What follows belongs to an exercise in optimizing a design on an open flow for small area, a short achievable clock period and few clock cycles per item; a production flow would make more cautious choices. The RTL was checked by simulation tests, not by an equivalence proof against the original design. Power and IR drop assume default switching activity.

===== flow/flow/run.sh =====
#!/bin/bash
# The standard layout, except for the clock tree synthesis arguments below:
# no dummy loads are inserted (the other arguments are the ones the
# standard flow derives from config.mk). Each tool's output goes to its log
# under orfs/logs; make's own output goes to standard_flow.log here.
set -euo pipefail
CTS="-sink_clustering_enable -repair_clock_nets -sink_clustering_size 16 -sink_clustering_max_diameter 45 -buf_list sky130_fd_sc_hd__clkbuf_8 -dont_use_dummy_load"
bash standard.sh finish "CTS_ARGS=$CTS" > standard_flow.log 2>&1

===== flow/standard.sh =====
#!/bin/bash
# synth_recipe.tcl (not shown) runs the flow's synth.tcl, then flattens the netlist and writes it again
# the make line also repeats each setting of config.mk as NAME=value (left out here)
make -C /OpenROAD-flow-scripts/flow DESIGN_CONFIG=/design/flow/config.mk WORK_HOME=/design/flow/orfs CLKGATE_MAP_FILE= SYNTH_SCRIPT=/design/flow/synth_recipe.tcl "${@:-finish}"

===== flow/config.mk =====
export PLATFORM = sky130hd
export DESIGN_NAME = preemptive_priority_scheduler
export DESIGN_NICKNAME = preemptive_priority_scheduler
export VERILOG_FILES = /design/flow/design.v
export SDC_FILE = /design/flow/constraint.sdc
export NUM_CORES = 4
export LEC_CHECK = 0
export CAP_MARGIN = 20
export CORE_MARGIN = 2
export CORE_UTILIZATION = 50
export CTS_BUF_LIST = sky130_fd_sc_hd__clkbuf_8
export CTS_CLUSTER_DIAMETER = 45
export CTS_CLUSTER_SIZE = 16
export SETUP_SLACK_MARGIN = 3.5
export SLEW_MARGIN = 20

===== flow/constraint.sdc =====
create_clock -name core_clock -period 6.0 [get_ports {clk}]
set_input_delay 1.2000 -clock core_clock [delete_from_list [all_inputs] [get_ports {clk}]]
set_output_delay 1.2000 -clock core_clock [all_outputs]
set_load 0.01 [all_outputs]

===== flow/design.v =====
package pps_pkg;
  localparam int LEVEL_COUNT = 5;
  localparam int QUEUE_DEPTH = 16;
  localparam int PID_BITS    = 16;
  localparam int PID_W    = 16;
  localparam int LVL_W    = 3;
  localparam int STATUS_W = 2;
  localparam int KEEP_W    = (PID_BITS < PID_W) ? PID_BITS : PID_W;
  localparam int LVL_IDX_W = (LEVEL_COUNT > 1) ? $clog2(LEVEL_COUNT) : 1;
  localparam int PTR_W     = (QUEUE_DEPTH > 1) ? $clog2(QUEUE_DEPTH) : 1;
  localparam int CNT_W     = $clog2(QUEUE_DEPTH + 1);
  localparam int ADDR_W    = LVL_IDX_W + PTR_W;
  localparam int RAM_DEPTH = LEVEL_COUNT << PTR_W;
  localparam logic CMD_READY   = 1'b0;
  localparam logic CMD_RELEASE = 1'b1;
  localparam logic [STATUS_W-1:0] STAT_OK       = 2'd0;
  localparam logic [STATUS_W-1:0] STAT_FULL     = 2'd1;
  localparam logic [STATUS_W-1:0] STAT_IDLE_REL = 2'd2;
  typedef struct packed {
    logic capture;
    logic exec;
    logic load_slot;
    logic publish;
  } pps_cmd_t;
  typedef struct packed {
    logic need_read;
  } pps_stat_t;
endpackage
import pps_pkg::*;
module preemptive_priority_scheduler (
  input  logic                          clk,
  input  logic                          rst_n,
  input  logic                          in_valid,
  output logic                          in_ready,
  input  logic                          in_cmd,
  input  logic [pps_pkg::PID_W-1:0]     in_process_id,
  input  logic [pps_pkg::LVL_W-1:0]     in_priority_level,
  output logic                          out_valid,
  input  logic                          out_ready,
  output logic                          out_running_valid,
  output logic [pps_pkg::PID_W-1:0]     out_running_pid,
  output logic [pps_pkg::LVL_W-1:0]     out_running_level,
  output logic                          out_preempt_flag,
  output logic [pps_pkg::PID_W-1:0]     out_preempted_pid,
  output logic [pps_pkg::STATUS_W-1:0]  out_status
);
  localparam int L = 5;
  localparam int D = 16;
  localparam int W = 16;
  logic         c0v, c1v;
  logic         c0_cmd, c1_cmd;
  logic [W-1:0] c0_pid, c1_pid;
  logic [2:0]   c0_lvl, c1_lvl;
  logic [4:0]   c0_oh, c1_oh, in_oh;
  logic [2:0]   in_lvl_sat;
  logic         accept, proc;
  logic         ov;
  assign in_lvl_sat = (in_priority_level > 3'd4) ? 3'd4 : in_priority_level;
  always_comb
    for (int l = 0; l < 5; l++) in_oh[l] = (in_lvl_sat == 3'(l));
  assign in_ready   = rdy_r;
  assign accept     = in_valid && !c1v;
  assign proc       = c0v && (!ov || out_ready);
  assign out_valid  = ov;
  logic rdy_r, c1v_d;
  always_comb begin
    c1v_d = c1v;
    if (proc)      c1v_d = 1'b0;
    else if (c0v)  c1v_d = c1v || accept;
  end
  always_ff @(posedge clk) begin
    if (!rst_n) rdy_r <= 1'b1;
    else        rdy_r <= !c1v_d;
  end
  always_ff @(posedge clk) begin
    if (!rst_n) begin
      c0v <= 1'b0;
      c1v <= 1'b0;
      ov  <= 1'b0;
    end else begin
      ov <= proc || (ov && !out_ready);
      if (proc) begin
        c0v <= c1v || accept;
        c1v <= 1'b0;
      end else if (!c0v) begin
        c0v <= accept;
      end else begin
        c1v <= c1v || accept;
      end
    end
  end
  logic c0_en;
  assign c0_en = (proc || !c0v) && (c1v || in_valid);
  always_ff @(posedge clk) begin
    if (c0_en) begin
      c0_cmd <= c1v ? c1_cmd : in_cmd;
      c0_pid <= c1v ? c1_pid : in_process_id;
      c0_lvl <= c1v ? c1_lvl : in_lvl_sat;
      c0_oh  <= c1v ? c1_oh : in_oh;
    end
    if (accept) begin
      c1_cmd <= in_cmd;
      c1_pid <= in_process_id;
      c1_lvl <= in_lvl_sat;
      c1_oh  <= in_oh;
    end
  end
  logic         busy;
  logic [W-1:0] slot_pid;
  logic [2:0]   slot_lvl;
  logic [L-1:0] slot_oh, slot_gt;    
  logic [3:0]   h_lo [L];
  logic [3:0]   h_hi [L];
  logic [3:0]   t_lo [L];
  logic [3:0]   t_hi [L];
  logic [L-1:0] ne, full;
  logic [D*W-1:0] mem [L];
  logic         is_rel;
  logic         preempt;
  logic [L-1:0] top_oh, push_oh;
  logic         any_ne, push_full;
  logic [2:0]   top_lvl;
  logic [W-1:0] rd;
  logic [W-1:0] rdl [L];
  assign is_rel   = c0_cmd;
  assign preempt  = busy && |(c0_oh & slot_gt);
  logic [W-1:0] wdata [L];
  always_comb
    for (int l = 0; l < L; l++) wdata[l] = c0_oh[l] ? c0_pid : slot_pid;
  always_comb begin
    for (int l = 0; l < L; l++) begin
      push_oh[l] = preempt ? slot_oh[l] : c0_oh[l];
      top_oh[l]  = ne[l];
      for (int k = l + 1; k < L; k++) top_oh[l] = top_oh[l] && !ne[k];
    end
    any_ne  = |ne;
    top_lvl = {ne[4], !ne[4] && (ne[3] || ne[2]), !ne[4] && (ne[3] || (!ne[2] && ne[1]))};
  end
  assign push_full = |(push_oh & full);
  always_comb begin
    rd = '0;
    for (int l = 0; l < L; l++) begin
      rdl[l] = '0;
      for (int i = 0; i < D; i++)
        if (h_hi[l][i/4] && h_lo[l][i%4]) rdl[l] = rdl[l] | mem[l][i*W +: W];
      if (top_oh[l]) rd = rd | rdl[l];
    end
  end
  logic         do_push, do_pop;
  logic [L-1:0] push_l, pop_l;
  assign do_push = proc && !is_rel && busy;
  assign do_pop  = proc && is_rel && busy;
  assign push_l  = {L{do_push}} & push_oh & ~full;
  assign pop_l   = {L{do_pop}} & top_oh;
  logic [3:0] t_lo_n [L];
  logic [3:0] t_hi_n [L];
  logic [3:0] h_lo_n [L];
  logic [3:0] h_hi_n [L];
  logic [L-1:0] tn_eq_h, hn_eq_t;
  always_comb begin
    for (int l = 0; l < L; l++) begin
      t_lo_n[l] = {t_lo[l][2:0], t_lo[l][3]};
      t_hi_n[l] = t_lo[l][3] ? {t_hi[l][2:0], t_hi[l][3]} : t_hi[l];
      h_lo_n[l] = {h_lo[l][2:0], h_lo[l][3]};
      h_hi_n[l] = h_lo[l][3] ? {h_hi[l][2:0], h_hi[l][3]} : h_hi[l];
      tn_eq_h[l] = |(t_lo_n[l] & h_lo[l]) && |(t_hi_n[l] & h_hi[l]);
      hn_eq_t[l] = |(h_lo_n[l] & t_lo[l]) && |(h_hi_n[l] & t_hi[l]);
    end
  end
  always_ff @(posedge clk) begin
    if (!rst_n) begin
      busy <= 1'b0;
      ne   <= '0;
      full <= '0;
      for (int l = 0; l < L; l++) begin
        h_lo[l] <= 4'b0001;
        h_hi[l] <= 4'b0001;
        t_lo[l] <= 4'b0001;
        t_hi[l] <= 4'b0001;
      end
    end else begin
      if (proc) begin
        if (is_rel) busy <= any_ne && busy;
        else        busy <= 1'b1;
      end
      for (int l = 0; l < L; l++) begin
        if (push_l[l]) begin
          t_lo[l] <= t_lo_n[l];
          t_hi[l] <= t_hi_n[l];
          ne[l]   <= 1'b1;
          full[l] <= tn_eq_h[l];
        end else if (pop_l[l]) begin
          h_lo[l] <= h_lo_n[l];
          h_hi[l] <= h_hi_n[l];
          ne[l]   <= !hn_eq_t[l];
          full[l] <= 1'b0;
        end
      end
    end
  end
  logic         slot_en, res_en;
  logic [W-1:0] slot_pid_d;
  logic [2:0]   slot_lvl_d;
  logic         pflag_d;
  logic [W-1:0] ppid_d;
  logic [1:0]   status_d;
  assign slot_en    = proc && (is_rel || !busy || preempt);
  assign slot_pid_d = is_rel ? rd : c0_pid;
  assign slot_lvl_d = is_rel ? top_lvl : c0_lvl;
  assign res_en     = proc;
  assign pflag_d    = !is_rel && preempt;
  assign ppid_d     = pflag_d ? slot_pid : '0;
  assign status_d   = (is_rel && !busy)              ? 2'd2 :
                      (!is_rel && busy && push_full) ? 2'd1 : 2'd0;
  logic [L-1:0] slot_oh_d, slot_gt_d;
  always_comb begin
    slot_oh_d = is_rel ? top_oh : c0_oh;
    slot_gt_d[0] = 1'b0;
    for (int l = 1; l < L; l++) slot_gt_d[l] = slot_gt_d[l-1] || slot_oh_d[l-1];
  end
  always_ff @(posedge clk) begin
    if (proc) begin
      if (is_rel || !busy || preempt) begin
        slot_pid <= slot_pid_d;
        slot_lvl <= slot_lvl_d;
        slot_oh  <= slot_oh_d;
        slot_gt  <= slot_gt_d;
      end
    end
  end
  logic [W-1:0] o_pid;
  logic [2:0]   o_lvl;
  logic         o_pflag;
  logic [W-1:0] o_ppid;
  logic [1:0]   o_status;
  always_ff @(posedge clk) begin
    o_pid <= slot_en ? slot_pid_d : slot_pid;
    o_lvl <= slot_en ? slot_lvl_d : slot_lvl;
  end
  logic o_busy;
  always_ff @(posedge clk)
    o_busy <= proc ? (is_rel ? (any_ne && busy) : 1'b1) : busy;
  always_ff @(posedge clk) begin
    if (!rst_n) begin
      o_pflag  <= 1'b0;
      o_ppid   <= '0;
      o_status <= '0;
    end else if (res_en) begin
      o_pflag  <= pflag_d;
      o_ppid   <= ppid_d;
      o_status <= status_d;
    end
  end
  assign out_running_valid = o_busy;
  assign out_running_pid   = o_pid;
  assign out_running_level = o_lvl;
  assign out_preempt_flag  = o_pflag;
  assign out_preempted_pid = o_ppid;
  assign out_status        = o_status;
  always_ff @(posedge clk) begin
    for (int l = 0; l < L; l++)
      for (int i = 0; i < D; i++)
        if (!full[l] && t_hi[l][i/4] && t_lo[l][i%4]) mem[l][i*W +: W] <= wdata[l];
  end
endmodule

==> flow_summary.ini <==
[pwr]
comb_power_share = 0.046
fin_total_pwr_uw = 18000
switching_share = 0.218
power.density_nw_per_um2 = 281
internal-power_uw = 14100
leakagePower_uw = 0.0202
ir_worst_vdd_uv = 183
clkPwrFrac = 0.299
p_seq_frac = 0.655
power.switching_uw = 3930

[setup_path]
end_kind = flop
path_class = reg -> reg
r2r_slack_ps = 3390
r2r-start = h_lo[3][0]
reg2reg_to = slot_pid[11]
worstPathRequired_ps = 6610
worst-path-max-fanout = 8
crit_path_start_kind = flop
r2r_cells = 8
cp.arrival_ps = 3210

[global_route]
grt_use_total = 0.300
grt_antenna_before_repair = 13
overflow = 0
grt_max_degree = 76
grt_pass1_wl_um = 249000
grt_pass1_vias = 34100

[synthesis]
synthMuxAreaShare = 0.0307
async_flop_share = 0
synth_top_area_cell = edfxtp_1
synth_seq_cells = 1491
synth-edff-count = 1357
yosysWarnings = 12
syn_nets = 3565
netlist_instances = 3541
ys_types = 63
synth.most_common_cell = edfxtp_1
synth_compound_area_frac = 0.138
synthAdderAreaFrac = 0
synth_area_per_cell_um2 = 16.0
synthTopCellsByArea = edfxtp_1 72%, a22oi_1 5.2%, dfxtp_1 4.7%, a222oi_1 2.8%, mux2_2 2.2%
synth_top_family_by_area = compound AO/OA/AOI/OAI gates
synth-simple-area-share = 0.0456
synthXorXnorAreaFrac = 0
synth.top_cells.by_count = 1,357 x edfxtp_1, 392 x a22oi_1, 200 x clkbuf_1, 194 x nor2_1, 173 x a21oi_1
synth_top_area_share = 0.718
ys_seq_area_frac = 0.765
ys.flop_type = edfxtp_1
synth_area_um2 = 56800

[timing]
fmax_mhz = 384
max_slew.worst_pin.slew_ps = 1250
finalSetupViolations = 0
slew_viol_final = 0
relSlewSlack = 0.165
fin_skew_ps = 88.9
final.setup.tns_ps = 0
post-route-min-period_ps = 2610
period_share = 0.434
rsz0062_at_grt = yes
hold_viol_final = 0

[clock_network]
clk_latency_ps = 870
cts_root_buffer = clkbuf_8
cts_tree = yes
htree_levels = 4
cts_buffers = 149
cts.reportedPaths.clkPinSlew_ps = 80
cts_buffer_depth = 3
cts_sinks = 1491

[routing]
ant_nets = 0
drt_iter0_markers = 6411
drc_errors = 0
wl_per_cell_um = 34.0
dr_total_vias = 35700
first_pass_iters = 10
vias_per_cell = 6.82
wl_um = 178000

[die]
dieArea_um2 = 116000
fp.dieH_um = 341
start_util = 0.504
core_um2 = 112000
pin_count = 65
die_x_um = 341
rows = 123

[final_layout]
final_cells = 5229
fillers = 8552
area_growth_pct = 12.9
nNetsFinal = 3747
drive_above_1_share = 0.207

[hold_path]
min_from = slot_lvl[0]
worstHoldEndpoint = o_lvl[0]
hp-class = reg -> reg
hold_path_depth = 1

[placed_design]
dpl.cell_count = 4964
io_buffers = 64
gp_congestion = 0.899
hpwlAfterDp_um = 101000

[job]
drv_cap = 0

[outcome]
status = complete, no violations
## worst max-delay path, cell delays in order (launching register included)
cell and delay, ps:
dfxtp_4 380, buf_12 130, buf_12 130, a222oi_1 370
o22ai_1 200, o41ai_4 620, o221ai_2 200, nor3_2 230
a21oi_1 90
## sequential cells by signal (all words and copies together), names as in the netlist, 5 cells and up
signal / cells
slot_pid: 16
o_pid: 16
h_hi: 20
c0_oh: 5
slot_oh: 5
c1_pid: 16
mem: 1280
ne: 5
c1_oh: 5
t_hi: 20
o_ppid: 16
full: 5
t_lo: 20
c0_pid: 16
h_lo: 20
## worst max-delay path by stage
stage	start	endpoint	slack (ps)	cells after the start
after detailed placement	out_ready	o_pid[2]	2110	9
after floorplan	out_ready	t_hi[3][0]	3340	7
after global routing	h_lo[3][0]	slot_pid[9]	3380	8
after global placement	out_ready	o_pid[6]	2150	10
after CTS	o_ppid[5]	out_preempted_pid[5]	3250	1
final	h_lo[3][0]	slot_pid[11]	3390	8
## per-stage QoR
step           hold slack (ps)  setup slack (ps)   util  area, um2
3_3_place_gp               471              2150  0.526      59200
5_1_grt                    515              3380  0.569      64100
4_1_cts                    485              3250  0.561      63100
3_5_place_dp               464              2110  0.527      59200
2_1_floorplan              449              3340      -      56800
6_report                   487              3390  0.569      64100
## power groups by stage
stage | sequential [uW] | combinational, uW | clock, uW
global placement | 12000 | 692 | 0
detailed placement | 12000 | 724 | 0
global route | 11800 | 881 | 5830
CTS | 11800 | 789 | 5430
finish | 11800 | 831 | 5380
floorplan | 11900 | 427 | 0
## cell families after synthesis
logic type / count (synthesis)
mux: 160
flops: 1491
buf+inv: 300
simple gates: 539
compound gates: 1051
## repair_timing
action | in CTS | in global routing
gates cloned | 2 | 6
setup buffers | 63 | 35
setup endpoints to repair | 210 | 161
hold buffers | 0 | 0
gates resized for setup | 475 | 100
pin swaps | 45 | 72
## placed cells by master (no fill, tap or decap), types with 8 or more instances in the layout
| master | instances |
|---|---|
| edfxtp_1 | 1357 |
| a22oi_1 | 388 |
| nor2_1 | 188 |
| a222oi_1 | 161 |
| a21oi_1 | 155 |
| buf_4 | 155 |
| clkbuf_8 | 149 |
| mux2_2 | 113 |
| nand2_1 | 103 |
| o22ai_1 | 74 |
| dfxtp_1 | 71 |
| and2_1 | 68 |
| buf_6 | 60 |
| dfxtp_4 | 47 |
| a22o_1 | 46 |
| mux2i_1 | 46 |
| o21ai_0 | 38 |
| a21boi_0 | 37 |
| nand3_1 | 34 |
| nor4_4 | 27 |
| inv_1 | 22 |
| clkdlybuf4s50_1 | 22 |
| and2_2 | 21 |
| nor2b_1 | 20 |
| a221oi_1 | 20 |
| buf_12 | 19 |
| a21oi_2 | 18 |
| dfxtp_2 | 16 |
| clkinvlp_4 | 15 |
| o22a_1 | 14 |
| nor4_2 | 12 |
| buf_8 | 12 |
| o211ai_1 | 11 |
| nor3_1 | 11 |
| o22ai_2 | 10 |
| o31ai_1 | 10 |
| diode_2 | 8 |
| a221oi_2 | 8 |
## final cells by class
class	count	area, um2	area share
well taps	1500	1880	0.0293
clock buffers	149	2050	0.0320
inverters	47	251	0.00393
multi-input cells	1752	13300	0.208
flip-flops and latches	1491	43600	0.681
repair buffers	282	2910	0.0454
diodes	8	20.0	0.000312
## layer usage
layer | part of all wire | track usage
met1 | 0.39 | 0.424
met2 | 0.44 | 0.444
met3 | 0.12 | 0.0748
met4 | 0.047 | 0.131
met5 | 0.00030 | 0
Testbench counts, summed over its fixed seeds: cycles 32,016, items 32,000.

## port drivers added, routing unchanged
The flow's constraints put no driver on any port. The routed layout listed below was extracted and timed again, unchanged, in two steps. Step 1, drivers: a clkbuf_16 drives clk and a buf_2 each remaining input, both assumed. Step 2 adds t to the input delays and takes it off the output delays; t is the mean of the earliest and latest rising clock arrival at the registers after step 1. Input paths then give back, and output paths get back, about the clock's delay inside the block. Three values: ideal, step 1, step 2; two values: the first two.
t (ns): 0.898
setup slack, ns: 3.394 / 3.326 / 2.712
worst data-port slew with drivers (ns): 0.05
cell pins on the clock port's net: 1
After both steps this run still meets setup and hold. For this run, drivers alone change the setup slack by -0.068 ns; drivers and shift together by -0.682 ns.
